Source: an optimization exercise on an open RTL-to-GDS flow (aim: small area and a short achievable clock period). Production flows keep margins and buffers that such runs may drop. At most, simulation tests tie the RTL to the original design; equivalence was not proved.

## the previous run
Design crc_unit, start of the top module:
module crc_unit
(
  input  logic                     m,
  input  logic                     reset,
  input  logic                     wr,            
  input  logic                     rd,            
  input  crc_reg_pkg::reg_addr_t   addr,
  input  crc_data_pkg::crc_word_t  wdata,
  output crc_data_pkg::crc_word_t  rdata,
  output logic                     rdata_valid
);
Size: about 3600 cells after synthesis, about 0.026 sq mm of cells after synthesis.
Settings: LEC_CHECK=0, CAP_MARGIN=20, CORE_MARGIN=2, CORE_UTILIZATION=40, PLACE_DENSITY=0.6, SLEW_MARGIN=20, SYNTH_HIERARCHICAL=1, SYNTH_MINIMUM_KEEP_SIZE=0; clock period 15.0 ns.
standard.sh (not shown) runs the stock make flow with config.mk's settings and CLKGATE_MAP_FILE= SYNTH_SCRIPT=/design/flow/synth_recipe.tcl, a recipe that flattens the netlist after the stock synthesis.
==> flow/flow/run.sh <==
#!/bin/bash
# Standard layout, with timing repair aimed well below the clock period so
# that the achieved period shrinks; constraints are left as given.
set -o pipefail
cat standard.sh > standard_copy.log
cat config.mk > config_copy.log
export SETUP_SLACK_MARGIN=8.5
export TNS_END_PERCENT=20
bash standard.sh synth > synth.log 2>&1 || exit 1
bash standard.sh > finish.log 2>&1 || exit 1
The previous run went all the way through synthesis, placement and routing and the layout is clean on timing, DRC and antenna.
The inputs of the current run differ from those of the previous run as listed below.
--- a/flow/design.v
+++ b/flow/design.v
@@ -52,60 +52,67 @@
 (
   input  logic                      m,
   input  logic                      reset,
   input  logic                      wr,
   input  logic                      rd,
   input  crc_reg_pkg::reg_addr_t    addr,
   input  crc_data_pkg::crc_word_t   wdata,
   input  crc_data_pkg::crc_word_t   read_word,     
   output crc_data_pkg::crc_word_t   rdata,
   output logic                      rdata_valid,
-  output crc_data_pkg::crc_word_t   gpoly,
+  output crc_data_pkg::crc_word_t   gpoly_q,       
   output crc_reg_pkg::transpose_t   ctrl_tot,
   output crc_reg_pkg::transpose_t   ctrl_totr,
   output logic                      ctrl_fxor,
   output logic                      ctrl_was,
   output crc_data_pkg::crc_width_t  ctrl_tcrc,
   output logic                      data_load,
   output logic                      seed_load
 );
+  localparam crc_data_pkg::crc_word_t GPOLY_RESET = 32'h0000_1021;
   logic                     data_wr;        
   crc_data_pkg::crc_word_t  ctrl_word;      
   crc_data_pkg::crc_word_t  read_mux;
+  crc_data_pkg::crc_word_t  gpoly;          
+  logic                     width_flip;     
   assign data_wr   = wr && (addr == 2'd0);
   assign data_load = data_wr && !ctrl_was;
   assign seed_load = data_wr && ctrl_was;
+  assign width_flip = (addr == 2'd2) && (wdata[24] != ctrl_tcrc);
   always_ff @(posedge m)
   begin
     if (reset)
     begin
-      gpoly     <= 32'h0000_1021;
+      gpoly_q   <= {GPOLY_RESET[15:0], GPOLY_RESET[31:16]};    
       ctrl_tot  <= crc_reg_pkg::ORDER_NONE;
       ctrl_totr <= crc_reg_pkg::ORDER_NONE;
       ctrl_fxor <= 1'b0;
       ctrl_was  <= 1'b0;
       ctrl_tcrc <= 1'b0;
     end
     else if (wr)
     begin
       if (addr == 2'd1)
-        gpoly <= wdata;
+        gpoly_q <= ctrl_tcrc ? wdata : {wdata[15:0], wdata[31:16]};
+      if (width_flip)
+        gpoly_q <= {gpoly_q[15:0], gpoly_q[31:16]};
       if (addr == 2'd2)
       begin
         ctrl_tot  <= crc_reg_pkg::transpose_t'(wdata[31:30]);
         ctrl_totr <= crc_reg_pkg::transpose_t'(wdata[29:28]);
         ctrl_fxor <= wdata[26];
         ctrl_was  <= wdata[25];
         ctrl_tcrc <= wdata[24];    
       end
     end
   end
+  assign gpoly = ctrl_tcrc ? gpoly_q : {gpoly_q[15:0], gpoly_q[31:16]};
   always_comb
   begin
     ctrl_word                                = '0;
     ctrl_word[31:30]     = ctrl_tot;
     ctrl_word[29:28]   = ctrl_totr;
     ctrl_word[26]                 = ctrl_fxor;
     ctrl_word[25]                  = ctrl_was;
     ctrl_word[24]                 = ctrl_tcrc;
   end
   always_comb
@@ -272,50 +279,50 @@
   if (N == 1)
   begin : g_one
     assign y = x[0];
   end
   else if (N == 2)
   begin : g_two
     crc_x2 u_x (.a(x[0]), .b(x[1]), .y(y));
   end
   else
   begin : g_split
-    localparam int H = 1 << $clog2(N) - 1;    
+    localparam int H = (N > 16) ? 16 : (N > 8) ? 8 : (N > 4) ? 4 : (N > 2) ? 2 : 1;
     logic ylo, yhi;
     crc_xtree #(.N(H))     u_lo (.x(x[H-1:0]), .y(ylo));
     crc_xtree #(.N(N - H)) u_hi (.x(x[N-1:H]), .y(yhi));
     crc_x2 u_x (.a(ylo), .b(yhi), .y(y));
   end
 endmodule
 module crc_engine
 (
   input  logic                      m,
   input  logic                      reset,
   input  crc_data_pkg::crc_word_t   order_word,    
-  input  crc_data_pkg::crc_word_t   gpoly,
+  input  crc_data_pkg::crc_word_t   gpoly,         
   input  crc_data_pkg::crc_width_t  width,
   input  logic                      data_load,
   input  logic                      seed_load,
   input  logic                      width_flip,    
   output crc_data_pkg::crc_state_t  state
 );
   logic [7*32-1:0]           gx;        
   logic [6:0]               d;         
   logic [31:0]               acc [7];   
   logic [15:0]               late;      
   logic [31:0]               inj2;
   logic [31:0]               inj3;
   logic [31:0]               inj4;
   logic [31:0]               inj_last;
   crc_data_pkg::crc_state_t  fold;
   crc_data_pkg::crc_state_t  seed;
-  assign gx[31:0] = width ? gpoly : {gpoly[15:0], 16'h0000};
+  assign gx[31:0] = {gpoly[31:16], gpoly[15:0] & {16{width}}};
   crc_gx_top #(.N(7)) u_top
   (
     .poly (gx[31:25]),
     .d    (d)
   );
   for (genvar i = 1; i < 7; i++)
   begin : g_gx
     crc_gx_step u_step
     (
       .gin     (gx[(i-1)*32 +: 32]),
@@ -430,21 +437,21 @@
   (
     .m           (m),
     .reset       (reset),
     .wr          (wr),
     .rd          (rd),
     .addr        (addr),
     .wdata       (wdata),
     .read_word   (read_word),
     .rdata       (rdata),
     .rdata_valid (rdata_valid),
-    .gpoly       (gpoly),
+    .gpoly_q     (gpoly),
     .ctrl_tot    (ctrl_tot),
     .ctrl_totr   (ctrl_totr),
     .ctrl_fxor   (ctrl_fxor),
     .ctrl_was    (ctrl_was),
     .ctrl_tcrc   (ctrl_tcrc),
     .data_load   (data_load),
     .seed_load   (seed_load)
   );
   assign width_flip = wr && (addr == 2'd2) && (wdata[24] != ctrl_tcrc);
   crc_bit_order u_write_order
[summary]
- The current run: shortest clock period the worst path allows after layout is 0.33 ns lower than what the previous run reported.
- The current run vs. the previous run: final routed wirelength across all metal layers ~0 delta; worst path buffer plus inverter count +1; synthesized area +about 1.7%; non-clock buffer count +11.
No functional check of the RTL was part of the previous run.

## afterwards: timing with drivers on the ports
Ports are ideal in the flow. The routed layouts listed here were re-timed in OpenROAD.
Step 1 (the two cells are an assumption about what drives the block):
set clk [get_ports {m}]
set_driving_cell -lib_cell sky130_fd_sc_hd__clkbuf_16 $clk
set_driving_cell -lib_cell sky130_fd_sc_hd__buf_2 [delete_from_list [all_inputs] $clk]
Step 2 times the ports against the registers' clock, not the clock port: input delays grow and output delays shrink by t, the midpoint of the rising clock arrivals with the driver on.
Slacks: ideal ports / drivers / drivers and shift; pairs: ideal ports / drivers.
run | t (ns) | setup WS [ns] | worst setup path at the end | latest minus earliest clock arrival (ns)
the previous run | 0.455 | 7.146 / 7.160 / 6.726 | input to register | 0.030 / 0.029
the current run | 0.417 | 7.471 / 7.471 / 7.340 | input to register | 0.017 / 0.016
After both steps setup and hold are still met in every run listed. For the previous run, which loses most, drivers alone change the setup slack by +0.014 ns; drivers and shift together by -0.420 ns.
